This design comes from an exercise in tuning for small area, a short achievable clock period and few clock cycles per item on the open sky130 flow, not from production work.
In this exercise RTL edits were held to simulation tests only and were not proved equivalent to the original.

## rms_sound_level_meter
module rms_sound_level_meter #(
   parameter int MAX_BLOCK = 1024
) (
   input  logic                 clock,
   input  logic                 reset,
   input  logic                 req_valid,
   output logic                 req_stall,
   input  logic signed [31:0]   audio_word,
   input  logic                 block_end,
   output logic                 rsp_valid,
   input  logic                 rsp_stall,
   output logic signed [15:0]   level_db,
   output logic                 report_out,
   output logic                 silent,
   input  logic                 csr_we,
   input  logic [1:0]           csr_index,
   input  logic [14:0]          csr_wdata
);
export LEC_CHECK = 0
export CAP_MARGIN = 20
export CORE_MARGIN = 2
export CORE_UTILIZATION = 40
export CTS_CLUSTER_SIZE = 30
export SLEW_MARGIN = 20
create_clock -name core_clock -period 13.0 [get_ports {clock}]
standard.sh (not shown) runs the stock make flow with config.mk's settings and CLKGATE_MAP_FILE= SYNTH_SCRIPT=/design/flow/synth_recipe.tcl, a recipe that flattens the netlist after the stock synthesis.
==> flow/flow/run.sh <==
#!/bin/bash
# The standard layout (standard.sh: ORFS synthesis with the standard flow's script,
# then floorplan to finish) with these changes to how it is optimized:
#  - Yosys's synth skips its early ABC pass (SYNTH_ARGS=-noabc), so the
#    full adders written in the RTL are extracted as they are, without
#    inverters between them; registers are the same as in the standard
#    synthesis;
#  - ORFS's repair_timing keeps a larger setup margin (flow/margin.txt), so
#    it sizes and buffers the critical paths;
#  - the port buffers are a plain buffer cell instead of the delay cell the
#    resizer picks by default.
# All output goes to make_finish.log here; ORFS's own logs are in orfs/logs.
set -euo pipefail
MARGIN=$(cat flow/margin.txt)
bash standard.sh SYNTH_ARGS=-noabc SETUP_SLACK_MARGIN=$MARGIN \
  "BUFFER_PORTS_ARGS=-buffer_cell sky130_fd_sc_hd__buf_4" finish > make_finish.log 2>&1
==> flow/flow/margin.txt <==
9.0
Testbench counts at the start, summed over its fixed seeds: cycles 19,485, samples 19,106.
Rerun with:
--- a/flow/config.mk
+++ b/flow/config.mk
@@ -9,3 +9,3 @@
 export CORE_MARGIN = 2
-export CORE_UTILIZATION = 40
+export CORE_UTILIZATION = 60
 export CTS_CLUSTER_SIZE = 30
Result: The new run finished with timing, DRC and antenna clean. Register-to-register slack degrades by 0.10 ns. Maximum frequency came out lower by about 0.8%.

========
Another version of the RTL of rms_sound_level_meter (not shown whole).
For scale: about 480 flip-flops, about 44000 sq um of cells after synthesis.
Settings: LEC_CHECK=0, CAP_MARGIN=10, CORE_MARGIN=2, CORE_UTILIZATION=40, CTS_CLUSTER_DIAMETER=100, CTS_CLUSTER_SIZE=25, SLEW_MARGIN=10; clock period 13.0 ns.
==> flow/flow/run.sh <==
#!/bin/bash
# The standard layout (standard.sh: ORFS synthesis with the standard flow's script,
# then floorplan to finish) with these changes to how it is optimized:
#  - Yosys's synth skips its early ABC pass (SYNTH_ARGS=-noabc), so the
#    full adders written in the RTL are extracted as they are, without
#    inverters between them;
#  - adders use Yosys's own carry-lookahead mapping instead of ORFS's
#    Kogge-Stone extra map (setting SYNTH_OPERATIONS_ARGS to -nordff, a
#    no-op here since the design has no memories, drops that extra map);
#    registers are the same as in the standard synthesis;
#  - ORFS's repair_timing keeps a larger setup margin (flow/margin.txt), so
#    it sizes and buffers the critical paths;
#  - the port buffers are a plain buffer cell instead of the delay cell the
#    resizer picks by default.
# All output goes to make_finish.log here; ORFS's own logs are in orfs/logs.
set -euo pipefail
MARGIN=$(cat flow/margin.txt)
bash standard.sh SYNTH_ARGS=-noabc SYNTH_OPERATIONS_ARGS=-nordff SETUP_SLACK_MARGIN=$MARGIN \
  "BUFFER_PORTS_ARGS=-buffer_cell sky130_fd_sc_hd__buf_4" finish > make_finish.log 2>&1
Scripts as last shown in full above: flow/flow/margin.txt
Testbench counts at the start, summed over its fixed seeds: cycles 19,485, samples 19,106.
Rerun with:
==> flow/flow/run.sh (replaced) <==
#!/bin/bash
# The standard layout (standard.sh: ORFS synthesis with the standard flow's script,
# then floorplan to finish) with these changes to how it is optimized:
#  - Yosys's synth skips its early ABC pass (SYNTH_ARGS=-noabc), so the
#    full adders written in the RTL are extracted as they are, without
#    inverters between them; registers are the same as in the standard
#    synthesis;
#  - ORFS's repair_timing keeps a larger setup margin (flow/margin.txt), so
#    it sizes and buffers the critical paths;
#  - the port buffers are a plain buffer cell instead of the delay cell the
#    resizer picks by default.
# All output goes to make_finish.log here; ORFS's own logs are in orfs/logs.
set -euo pipefail
MARGIN=$(cat flow/margin.txt)
bash standard.sh SYNTH_ARGS=-noabc SETUP_SLACK_MARGIN=$MARGIN \
  "BUFFER_PORTS_ARGS=-buffer_cell sky130_fd_sc_hd__buf_4" finish > make_finish.log 2>&1
==> flow/flow/margin.txt (replaced) <==
8.95
After rerunning:
- The changed run ran to the end with no violations
- core utilization fell by 1.5 points
- wire length went up by 1.4%
- design area is lower by 1.3%
- flip-flop and latch count does not change
- via count increases by 7.3%
- cell count goes up by 6.1%
- clock skew hardly moves
- critical path depth shrinks by 18
- register-to-register slack improves by 0.28 ns
Rerun with:
==> flow/flow/margin.txt (replaced) <==
9.0
- CORE_UTILIZATION: 40 -> 47
Result:
- The new run produced a clean layout
- utilization rises by 7.3 points
- routed wire length fell slightly
- clock-buffer cell count goes up by 3
- worst setup slack improved by 0.034 ns
Rerun with:
- CAP_MARGIN: 10 -> 5
- CORE_UTILIZATION: 47 -> 40
- SLEW_MARGIN: 10 -> 5
What happened: Cell area hardly moves; maximum frequency stays flat; synthesized area stays the same; global-route usage shrinks by 3.5 points; via count barely changes.
Rerun with:
--- a/flow/flow/run.sh
+++ b/flow/flow/run.sh
@@ -5,4 +5,7 @@
 #    full adders written in the RTL are extracted as they are, without
-#    inverters between them; registers are the same as in the standard
-#    synthesis;
+#    inverters between them;
+#  - adders use Yosys's own carry-lookahead mapping instead of ORFS's
+#    Kogge-Stone extra map (setting SYNTH_OPERATIONS_ARGS to -nordff, a
+#    no-op here since the design has no memories, drops that extra map);
+#    registers are the same as in the standard synthesis;
 #  - ORFS's repair_timing keeps a larger setup margin (flow/margin.txt), so
@@ -14,3 +17,3 @@
 MARGIN=$(cat flow/margin.txt)
-bash standard.sh SYNTH_ARGS=-noabc SETUP_SLACK_MARGIN=$MARGIN \
+bash standard.sh SYNTH_ARGS=-noabc SYNTH_OPERATIONS_ARGS=-nordff SETUP_SLACK_MARGIN=$MARGIN \
   "BUFFER_PORTS_ARGS=-buffer_cell sky130_fd_sc_hd__buf_4" finish > make_finish.log 2>&1
==> flow/flow/margin.txt (replaced) <==
9.1
- CAP_MARGIN: 5 -> 10
- SLEW_MARGIN: 5 -> 10
After rerunning: Maximum frequency falls by a little under a tenth. Hold slack improved by 0.014 ns. Critical path depth rises by 15. Setup slack got worse by 0.32 ns. Final area rises by a few percent. First-iteration DRC count falls by a quarter to a third. Routed wire length rises slightly. Area after synthesis falls by a few percent.

========
Another version of the RTL of rms_sound_level_meter (not shown whole).
For scale: ~4400 cells after synthesis.
Settings: LEC_CHECK=0, CAP_MARGIN=20, CORE_MARGIN=2, CORE_UTILIZATION=40, CTS_CLUSTER_SIZE=30, SLEW_MARGIN=20; clock period 13.0 ns.
==> flow/flow/run.sh <==
#!/bin/bash
# The standard layout (standard.sh: ORFS synthesis with the standard flow's script,
# then floorplan to finish) with these changes to how it is optimized:
#  - Yosys's synth skips its early ABC pass (SYNTH_ARGS=-noabc), so the
#    full adders written in the RTL are extracted as they are, without
#    inverters between them; registers are the same as in the standard
#    synthesis;
#  - ORFS's repair_timing keeps a larger setup margin (flow/margin.txt), so
#    it sizes and buffers the critical paths;
#  - the port buffers are a plain buffer cell instead of the delay cell the
#    resizer picks by default.
# All output goes to make_finish.log here; ORFS's own logs are in orfs/logs.
set -euo pipefail
MARGIN=$(cat flow/margin.txt)
bash standard.sh SYNTH_ARGS=-noabc SETUP_SLACK_MARGIN=$MARGIN \
  "BUFFER_PORTS_ARGS=-buffer_cell sky130_fd_sc_hd__buf_4" finish > make_finish.log 2>&1
==> flow/flow/margin.txt <==
8.85
Testbench counts at the start, summed over its fixed seeds: cycles 19,485, samples 19,106.
Rerun with:
==> flow/flow/margin.txt (replaced) <==
9.0
- CTS_CLUSTER_DIAMETER: not set -> 100
- CTS_CLUSTER_SIZE: 30 -> 25
Outcome: The new run finished with timing, DRC and antenna clean. Clock skew stays flat. Die area stays the same. Design area is lower by 0.59%. Sequential share of layout area goes up by 0.13 points. Worst hold slack improves by 0.017 ns. Global-route usage goes down by 0.33 points. Setup slack is better by 0.079 ns. Maximum frequency rose by about 2%.

-- what the ideal ports hide --
The flow's constraints put no driver on any port. The routed layouts listed below were extracted and timed again, unchanged, in two steps.
Step 1 (the two cells are an assumption about what drives the block):
set clk [get_ports {clock}]
set_driving_cell -lib_cell sky130_fd_sc_hd__clkbuf_16 $clk
set_driving_cell -lib_cell sky130_fd_sc_hd__buf_2 [delete_from_list [all_inputs] $clk]
Step 2 times the ports against the registers' clock, not the clock port: input delays grow and output delays shrink by t, the midpoint of the rising clock arrivals with the driver on.
Three values: no drivers, after step 1, after step 2; two values: the first two.
run | t, ns | setup slack, ns | worst setup path at the end | worst data-port slew with drivers (ns) | cell pins on the clock port's net
the first run of note 1 | 0.710 | 9.041 / 8.971 / 8.458 | input to register | 0.08 | 1
the second run of note 1 | 0.712 | 9.009 / 8.954 / 8.702 | input to register | 0.09 | 1
the first run of note 2 | 0.708 | 8.771 / 8.771 / 8.622 | input to register | 0.05 | 1
the second run of note 2 | 0.685 | 9.041 / 8.971 / 8.663 | input to register | 0.06 | 1
the third run of note 2 | 0.677 | 9.075 / 9.005 / 8.675 | input to register | 0.06 | 1
the fourth run of note 2 | 0.679 | 9.064 / 8.996 / 8.674 | input to register | 0.05 | 1
the fifth run of note 2 | 0.711 | 8.744 / 8.744 / 8.742 | input to register | 0.05 | 1
the first run of note 3 | 0.706 | 8.914 / 8.852 / 8.606 | input to register | 0.11 | 1
the second run of note 3 | 0.710 | 8.992 / 8.933 / 8.911 | input to register | 0.12 | 1
After both steps every run listed still meets setup and hold. The setup slack of the first run of note 1, which loses most, moves by -0.070 ns with the drivers and by -0.583 ns with both steps.
